What follows belongs to an exercise in optimizing a design on an open flow for small area and a short achievable clock period; a production flow would make more cautious choices. Only simulation tests tie the RTL to the original design; equivalence was not proved. Power and IR drop assume default switching activity.

==> run a <==
## mipsExecUnit
module mipsExecUnit
(
    input  logic        clk,
    input  logic        rstN,
    input  logic        instrValid,
    input  logic [31:0] instrWord,
    input  logic [31:0] rsValue,
    input  logic [31:0] rtValue,
    output logic        resultValid,
    output logic [32:0] execOut
);
clock: 9.0 ns
lec_check: 0
cap_margin: 20
core_margin: 2
core_utilization: 60
place_density: 0.8
setup_slack_margin: 5
slew_margin: 20
standard.sh (not shown) runs the stock make flow with config.mk's settings and CLKGATE_MAP_FILE= SYNTH_SCRIPT=/design/flow/synth_recipe.tcl, a recipe that flattens the netlist after the stock synthesis.
==> flow/flow/run.sh <==
#!/bin/bash
bash standard.sh SETUP_SLACK_MARGIN=5.9 finish > standard.log 2>&1
==> run b: changes against run a <==
--- a/flow/design.v
+++ b/flow/design.v
@@ -162,92 +162,79 @@
     assign kShift = fSll | fSrl;
     assign kMulX  = oMul | kShift;                        
     logic [31:0] bSel, rtRev;
     always_comb begin
         for (int i = 0; i < 32; i++) rtRev[i] = rtValue[31-i];
     end
     always_comb begin
         if (kImm)      bSel = {{16{imm[15] & ~kZext}}, imm};
+        else if (fSrl) bSel = rtRev;
         else           bSel = rtValue;
     end
     logic [3:0] tt;
     always_comb begin
         tt = 4'b0000;                             
         if (kAddB | kMulX) tt = 4'b1010;          
         if (kSubB)         tt = 4'b0101;          
         if (kAnd)          tt = 4'b1000;
         if (kOr)           tt = 4'b1110;
         if (kXor)          tt = 4'b0110;
         if (kNor)          tt = 4'b0001;
     end
     logic [31:0] xSel, aSel, shOne;
     always_comb begin
         for (int i = 0; i < 32; i++) xSel[i] = tt[{rsValue[i], bSel[i]}];
     end
-    always_comb begin
-        if (fSrl)      aSel = rtRev;
-        else if (fSll) aSel = rtValue;
-        else           aSel = rsValue;
-    end
+    assign shOne = 32'd1 << sh;
+    assign aSel  = kShift ? shOne : rsValue;
     logic sgnDiff;
     assign sgnDiff = rsValue[31] ^ bSel[31];
     logic rsZero, rsEq, takenSel;
     assign rsZero = (rsValue == 32'd0);
     assign rsEq   = (rsValue == rtValue);
     assign takenSel = (oBeq & rsEq) | (oBne & ~rsEq) |
                       (oBgtz & ~rsValue[31] & ~rsZero) | (oBlez & (rsValue[31] | rsZero)) |
                       (oBltz & rsValue[31]) | (oBgez & ~rsValue[31]);
     logic [32:0] xe0;
-    assign xe0 = {rtValue, 1'b0};
+    assign xe0 = {{xSel, 1'b0}};
     logic [15:0] esgl, edbl, eneg;
     always_comb begin
         for (int i = 0; i < 16; i++) begin
             esgl[i] = xe0[2*i+1] ^ xe0[2*i];
             edbl[i] = (xe0[2*i+2] & ~xe0[2*i+1] & ~xe0[2*i]) | (~xe0[2*i+2] & xe0[2*i+1] & xe0[2*i]);
             eneg[i] = xe0[2*i+2];
         end
     end
-    logic [15:0] hsgl, hdbl;
-    always_comb begin
-        for (int i = 0; i < 16; i++) begin
-            hsgl[i] = (sh == 5'(2*i)) | ((i > 0) && (sh == 5'(2*i-1)));
-            hdbl[i] = (sh == 5'(2*i+1));                
-        end
-    end
     logic [47:0] fSel;
-    always_comb begin
-        if (oMul)        fSel = {eneg, edbl, esgl};
-        else if (kShift) fSel = {hdbl, hdbl, hsgl};
-        else             fSel = {32'd0, 15'd0, kAddB | kSubB | kPassA};    
-    end
+    assign fSel = kMulX ? {{eneg, edbl, esgl}} : {{16'd0, xSel}};
     logic        v1;
     logic [31:0] a1;
     logic [47:0] f1;
-    logic [31:0] c1;
-    logic        cin1, srl1, slt1, sltK1, sltS1, tk1;
+    logic        mm1, one1, cin1, srl1, slt1, sltK1, sltS1, tk1;
     always_ff @(posedge clk) begin
         if (!rstN) v1 <= 1'b0;
         else       v1 <= instrValid;
         a1    <= aSel;
         f1    <= fSel;
-        c1    <= kMulX ? 32'd0 : xSel;
+        mm1   <= kMulX;
+        one1  <= kAddB | kSubB | kPassA;
         cin1  <= kSubB;
         srl1  <= fSrl;
         slt1  <= kSlt;
         sltK1 <= kSlt & sgnDiff & rsValue[31];
         sltS1 <= kSlt & ~sgnDiff;
         tk1   <= takenSel;
     end
     logic [15:0] bsgl, bdbl, bneg;
-    assign bsgl = f1[15:0];
-    assign bdbl = f1[31:16];
+    assign bsgl = (f1[15:0] & {{16{{mm1}}}}) | {{15'd0, one1}};
+    assign bdbl = f1[31:16] & {{16{{mm1}}}};
     assign bneg = f1[47:32];
     logic [31:0] crow;
-    assign crow = c1;
+    assign crow = f1[31:0] & {{32{{~mm1}}}};
     logic [32:0] ae;
     assign ae = {a1, 1'b0};
     logic [31:0] pp0;
     logic [29:0] pp1;
     logic [27:0] pp2;
     logic [25:0] pp3;
     logic [23:0] pp4;
     logic [21:0] pp5;
@@ -301,17 +288,16 @@
     logic fs10, fc10;
     logic fs11, fc11;
     logic hs7, hc7;
     logic fs12, fc12;
     logic fs13, fc13;
     logic fs14, fc14;
     logic fs15, fc15;
     logic hs8, hc8;
-    logic x31c0;
     logic hs9, hc9;
     logic hs10, hc10;
     logic fs16, fc16;
     logic hs11, hc11;
     logic fs17, fc17;
     logic hs12, hc12;
     logic fs18, fc18;
     logic fs19, fc19;
@@ -358,17 +344,16 @@
     logic fs56, fc56;
     logic fs57, fc57;
     logic fs58, fc58;
     logic fs59, fc59;
     logic fs60, fc60;
     logic fs61, fc61;
     logic fs62, fc62;
     logic fs63, fc63;
-    logic x31c1;
     logic hs17, hc17;
     logic hs18, hc18;
     logic fs64, fc64;
     logic hs19, hc19;
     logic fs65, fc65;
     logic hs20, hc20;
     logic fs66, fc66;
     logic fs67, fc67;
@@ -422,17 +407,16 @@
     logic fs113, fc113;
     logic fs114, fc114;
     logic fs115, fc115;
     logic fs116, fc116;
     logic fs117, fc117;
     logic fs118, fc118;
     logic fs119, fc119;
     logic fs120, fc120;
-    logic x31c2;
     logic hs23, hc23;
     logic hs24, hc24;
     logic fs121, fc121;
     logic hs25, hc25;
     logic fs122, fc122;
     logic hs26, hc26;
     logic fs123, fc123;
     logic fs124, fc124;
@@ -475,17 +459,16 @@
     logic fs161, fc161;
     logic fs162, fc162;
     logic fs163, fc163;
     logic fs164, fc164;
     logic fs165, fc165;
     logic fs166, fc166;
     logic fs167, fc167;
     logic fs168, fc168;
-    logic x31c3;
     assign hs0 = pp0[22] ^ pp1[20];
     assign hc0 = pp0[22] & pp1[20];
     assign hs1 = pp0[23] ^ pp1[21];
     assign hc1 = pp0[23] & pp1[21];
     assign fs0 = pp0[24] ^ pp1[22] ^ pp2[20];
     assign fc0 = (pp0[24] & pp1[22]) | (pp0[24] & pp2[20]) | (pp1[22] & pp2[20]);
     assign hs2 = pp3[18] ^ pp4[16];
     assign hc2 = pp3[18] & pp4[16];
@@ -526,17 +509,16 @@
     assign fs13 = pp3[24] ^ pp4[22] ^ pp5[20];
     assign fc13 = (pp3[24] & pp4[22]) | (pp3[24] & pp5[20]) | (pp4[22] & pp5[20]);
     assign fs14 = pp6[18] ^ pp7[16] ^ pp8[14];
     assign fc14 = (pp6[18] & pp7[16]) | (pp6[18] & pp8[14]) | (pp7[16] & pp8[14]);
     assign fs15 = pp9[12] ^ pp10[10] ^ pp11[8];
     assign fc15 = (pp9[12] & pp10[10]) | (pp9[12] & pp11[8]) | (pp10[10] & pp11[8]);
     assign hs8 = pp12[6] ^ pp13[4];
     assign hc8 = pp12[6] & pp13[4];
-    assign x31c0 = fc12 ^ fc13 ^ fc14 ^ fc15 ^ hc8;
     assign hs9 = pp0[14] ^ pp1[12];
     assign hc9 = pp0[14] & pp1[12];
     assign hs10 = pp0[15] ^ pp1[13];
     assign hc10 = pp0[15] & pp1[13];
     assign fs16 = pp0[16] ^ pp1[14] ^ pp2[12];
     assign fc16 = (pp0[16] & pp1[14]) | (pp0[16] & pp2[12]) | (pp1[14] & pp2[12]);
     assign hs11 = pp3[10] ^ pp4[8];
     assign hc11 = pp3[10] & pp4[8];
@@ -639,17 +621,16 @@
     assign fs60 = fs12 ^ fs13 ^ fs14;
     assign fc60 = (fs12 & fs13) | (fs12 & fs14) | (fs13 & fs14);
     assign fs61 = fs15 ^ hs8 ^ pp14[2];
     assign fc61 = (fs15 & hs8) | (fs15 & pp14[2]) | (hs8 & pp14[2]);
     assign fs62 = pp15[0] ^ bneg[15] ^ crow[30];
     assign fc62 = (pp15[0] & bneg[15]) | (pp15[0] & crow[30]) | (bneg[15] & crow[30]);
     assign fs63 = fc9 ^ fc10 ^ fc11;
     assign fc63 = (fc9 & fc10) | (fc9 & fc11) | (fc10 & fc11);
-    assign x31c1 = fc60 ^ fc61 ^ fc62 ^ fc63;
     assign hs17 = pp0[8] ^ pp1[6];
     assign hc17 = pp0[8] & pp1[6];
     assign hs18 = pp0[9] ^ pp1[7];
     assign hc18 = pp0[9] & pp1[7];
     assign fs64 = pp0[10] ^ pp1[8] ^ pp2[6];
     assign fc64 = (pp0[10] & pp1[8]) | (pp0[10] & pp2[6]) | (pp1[8] & pp2[6]);
     assign hs19 = pp3[4] ^ pp4[2];
     assign hc19 = pp3[4] & pp4[2];
@@ -766,17 +747,16 @@
     assign fs117 = fc53 ^ fc54 ^ fc55;
     assign fc117 = (fc53 & fc54) | (fc53 & fc55) | (fc54 & fc55);
     assign fs118 = fs60 ^ fs61 ^ fs62;
     assign fc118 = (fs60 & fs61) | (fs60 & fs62) | (fs61 & fs62);
     assign fs119 = fs63 ^ hc7 ^ fc56;
     assign fc119 = (fs63 & hc7) | (fs63 & fc56) | (hc7 & fc56);
     assign fs120 = fc57 ^ fc58 ^ fc59;
     assign fc120 = (fc57 & fc58) | (fc57 & fc59) | (fc58 & fc59);
-    assign x31c2 = fc118 ^ fc119 ^ fc120;
     assign hs23 = pp0[4] ^ pp1[2];
     assign hc23 = pp0[4] & pp1[2];
     assign hs24 = pp0[5] ^ pp1[3];
     assign hc24 = pp0[5] & pp1[3];
     assign fs121 = pp0[6] ^ pp1[4] ^ pp2[2];
     assign fc121 = (pp0[6] & pp1[4]) | (pp0[6] & pp2[2]) | (pp1[4] & pp2[2]);
     assign hs25 = pp3[0] ^ bneg[3];
     assign hc25 = pp3[0] & bneg[3];
@@ -871,18 +851,17 @@
     assign fs165 = fs115 ^ fs116 ^ fs117;
     assign fc165 = (fs115 & fs116) | (fs115 & fs117) | (fs116 & fs117);
     assign fs166 = fc112 ^ fc113 ^ fc114;
     assign fc166 = (fc112 & fc113) | (fc112 & fc114) | (fc113 & fc114);
     assign fs167 = fs118 ^ fs119 ^ fs120;
     assign fc167 = (fs118 & fs119) | (fs118 & fs120) | (fs119 & fs120);
     assign fs168 = fc115 ^ fc116 ^ fc117;
     assign fc168 = (fc115 & fc116) | (fc115 & fc117) | (fc116 & fc117);
-    assign x31c3 = fc167 ^ fc168;
-    logic [125:0] r2t, r2d;
+    logic [135:0] r2t, r2d;
     assign r2d[0] = pp0[0];
     assign r2d[1] = bneg[0];
     assign r2d[2] = crow[0];
     assign r2d[3] = cin1;
     assign r2d[4] = pp0[1];
     assign r2d[5] = crow[1];
     assign r2d[6] = pp0[2];
     assign r2d[7] = pp1[0];
@@ -995,20 +974,30 @@
     assign r2d[114] = fs166;
     assign r2d[115] = fc163;
     assign r2d[116] = fc164;
     assign r2d[117] = fs167;
     assign r2d[118] = fs168;
     assign r2d[119] = fc165;
     assign r2d[120] = fc166;
     assign r2d[121] = x31l0;
-    assign r2d[122] = x31c0;
-    assign r2d[123] = x31c1;
-    assign r2d[124] = x31c2;
-    assign r2d[125] = x31c3;
+    assign r2d[122] = fc12;
+    assign r2d[123] = fc13;
+    assign r2d[124] = fc14;
+    assign r2d[125] = fc15;
+    assign r2d[126] = hc8;
+    assign r2d[127] = fc60;
+    assign r2d[128] = fc61;
+    assign r2d[129] = fc62;
+    assign r2d[130] = fc63;
+    assign r2d[131] = fc118;
+    assign r2d[132] = fc119;
+    assign r2d[133] = fc120;
+    assign r2d[134] = fc167;
+    assign r2d[135] = fc168;
     logic        v2, srl2, slt2, sltK2, sltS2, tk2;
     always_ff @(posedge clk) begin
         if (!rstN) v2 <= 1'b0;
         else       v2 <= v1;
         r2t   <= r2d;
         srl2  <= srl1;
         slt2  <= slt1;
         sltK2 <= sltK1;
@@ -1194,31 +1183,29 @@
     assign fc222 = (fs192 & r2t[108]) | (fs192 & fc191) | (r2t[108] & fc191);
     assign fs223 = fs193 ^ r2t[112] ^ fc192;
     assign fc223 = (fs193 & r2t[112]) | (fs193 & fc192) | (r2t[112] & fc192);
     assign fs224 = fs194 ^ r2t[116] ^ fc193;
     assign fc224 = (fs194 & r2t[116]) | (fs194 & fc193) | (r2t[116] & fc193);
     assign fs225 = fs195 ^ r2t[120] ^ fc194;
     assign fc225 = (fs195 & r2t[120]) | (fs195 & fc194) | (r2t[120] & fc194);
     logic [31:0] rowA, rowB;
-    assign rowA = {(r2t[121] ^ r2t[122] ^ r2t[123] ^ r2t[124] ^ r2t[125] ^ fc195 ^ fc225), fs225, fs224, fs223, fs222, fs221, fs220, fs219, fs218, fs217, fs216, fs215, fs214, fs213, fs212, fs211, fs210, fs209, fs208, fs207, fs206, fs205, fs204, fs203, fs202, fs201, fs200, fs199, fs198, fs197, fs196, hs30};
+    assign rowA = {(r2t[121] ^ r2t[122] ^ r2t[123] ^ r2t[124] ^ r2t[125] ^ r2t[126] ^ r2t[127] ^ r2t[128] ^ r2t[129] ^ r2t[130] ^ r2t[131] ^ r2t[132] ^ r2t[133] ^ r2t[134] ^ r2t[135] ^ fc195 ^ fc225), fs225, fs224, fs223, fs222, fs221, fs220, fs219, fs218, fs217, fs216, fs215, fs214, fs213, fs212, fs211, fs210, fs209, fs208, fs207, fs206, fs205, fs204, fs203, fs202, fs201, fs200, fs199, fs198, fs197, fs196, hs30};
     assign rowB = {1'b0, fc224, fc223, fc222, fc221, fc220, fc219, fc218, fc217, fc216, fc215, fc214, fc213, fc212, fc211, fc210, fc209, fc208, fc207, fc206, fc205, fc204, fc203, fc202, fc201, fc200, fc199, fc198, fc197, fc196, hc30, r2t[3]};
     logic [31:0] sum;
     assign sum = rowA + rowB;
-    logic [31:0] sum3, res;
-    logic        srl3, slt3, sltK3, sltS3, tk3, pass3;
+    logic [31:0] res;
+    logic        pass2;
+    assign pass2 = ~srl2 & ~slt2;
+    always_comb begin
+        for (int i = 1; i < 32; i++) res[i] = (pass2 & sum[i]) | (srl2 & sum[31-i]);
+        res[0] = (pass2 & sum[0]) | ((srl2 | sltS2) & sum[31]) | sltK2;
+    end
+    logic [31:0] res3;
+    logic        tk3;
     always_ff @(posedge clk) begin
         if (!rstN) resultValid <= 1'b0;
         else       resultValid <= v2;
-        sum3  <= sum;
-        srl3  <= srl2;
-        slt3  <= slt2;
-        sltK3 <= sltK2;
-        sltS3 <= sltS2;
-        tk3   <= tk2;
-    end
-    assign pass3 = ~srl3 & ~slt3;
-    always_comb begin
-        for (int i = 1; i < 32; i++) res[i] = (pass3 & sum3[i]) | (srl3 & sum3[31-i]);
-        res[0] = (pass3 & sum3[0]) | ((srl3 | sltS3) & sum3[31]) | sltK3;
+        res3 <= res;
+        tk3  <= tk2;
     end
-    assign execOut = {res, tk3};
+    assign execOut = {res3, tk3};
 endmodule
==> flow/flow/run.sh (replaced) <==
#!/bin/bash
bash standard.sh SETUP_SLACK_MARGIN=6 finish > standard.log 2>&1
==> flow/config.mk (replaced) <==
export PLATFORM = sky130hd
export DESIGN_NAME = mipsExecUnit
export DESIGN_NICKNAME = mipsExecUnit
export VERILOG_FILES = /design/flow/design.v
export SDC_FILE = /design/flow/constraint.sdc
export NUM_CORES = 4
export LEC_CHECK = 0
export CAP_MARGIN = 20
export CORE_MARGIN = 2
export CORE_UTILIZATION = 40
export SETUP_SLACK_MARGIN = 5
export SLEW_MARGIN = 20
==> run c: changes against run a <==
==> flow/run.sh (new file) <==
#!/bin/bash
# synth_recipe.tcl (not shown) runs the flow's synth.tcl, then flattens the netlist and writes it again
# the make line also repeats each setting of config.mk as NAME=value (left out here)
make -C /OpenROAD-flow-scripts/flow DESIGN_CONFIG=/design/flow/config.mk WORK_HOME=/design/flow/orfs CLKGATE_MAP_FILE= SYNTH_SCRIPT=/design/flow/synth_recipe.tcl finish
==> flow/config.mk (replaced) <==
export PLATFORM = sky130hd
export DESIGN_NAME = mipsExecUnit
export DESIGN_NICKNAME = mipsExecUnit
export VERILOG_FILES = /design/flow/design.v
export SDC_FILE = /design/flow/constraint.sdc
export NUM_CORES = 4
export LEC_CHECK = 0
export CAP_MARGIN = 20
export CORE_MARGIN = 2
export CORE_UTILIZATION = 70
export PLACE_DENSITY = 0.88
export SETUP_SLACK_MARGIN = 5
export SLEW_MARGIN = 20
removed: flow/flow/run.sh
removed: flow/standard.sh
==> run summary <==
	run b	run c	run a
Sw Pwr	1.075 mW	1.189 mW	1.312 mW
Maximum number of pins on one net before global-route repair	37	75	74
Uppermost layer routed	met5	met4	met4
Simple-gate area share of the yosys netlist	9.560%	6.742%	6.742%
Combined flip-flop and latch cell area	5351 um2	5802 um2	5937 um2
Placed wire-length estimate after detailed placement	51.86 mm	48.68 mm	47.61 mm
Average cell area after synthesis	9.650 um2	9.922 um2	9.922 um2
Signal buf overhead	13.24%	6.824%	12.73%
Leak	12.14 nW	10.07 nW	11.49 nW
Cell Area, Synth	22080 um2	21940 um2	21940 um2
Area share of the largest cell type after synthesis	24.03%	26.37%	26.37%
Number of setup buffers added after CTS	139	3	95
IR drop worst, VDD	0.1346 mV	0.1255 mV	0.1326 mV
Layout sequential cell count	265	289	289
Hold Path Origin	sltK1	sltK2	sltK1
Number of signal-net inverters in the final layout	194	141	141
Netlist cell types	76	66	66
Skew-Pair Late Insertion Delay	0.58 ns	0.53 ns	0.64 ns
# resized after CTS	567	12	537
Met2 Wirelength	39.58 mm	31.46 mm	37.78 mm
Status	complete, no violations	complete, no violations	complete, no violations
Initial antenna violation count	1	0	1
Cell count after placement	2950	2549	2621
Global router's overall resource usage	29.46%	43.30%	42.92%
Peak fanout along the critical path	6	6	4

-- static timing again, ports no longer ideal --
How much do the figures lean on ideal ports? The routed layouts below were timed once more, with nothing changed but the port constraints. Step 1 (the two cells are an assumption about what drives the block):
set clk [get_ports {clk}]
set_driving_cell -lib_cell sky130_fd_sc_hd__clkbuf_16 $clk
set_driving_cell -lib_cell sky130_fd_sc_hd__buf_2 [delete_from_list [all_inputs] $clk]
Step 2 moves the port delays by t, midway between the first and last clock arrival at a register: inputs arrive t later, outputs are due t later. That takes back most of the time a late clock gives input paths. a / b / c = ideal / step 1 / step 2; a / b = the first two.
run	shift t [ns]	slack for setup (ns)	worst register clock-pin slew, ns	worst data-port slew with drivers (ns)
run a	0.666	5.353 / 5.304 / 5.025	0.08 / 0.08	0.07
run b	0.625	5.084 / 5.101 / 4.475	0.07 / 0.07	0.07
run c	0.573	4.913 / 4.913 / 4.481	0.07 / 0.07	0.04
After both steps every run listed still meets setup and hold. For run b, which loses most, drivers alone change the setup slack by +0.017 ns; drivers and shift together by -0.609 ns.
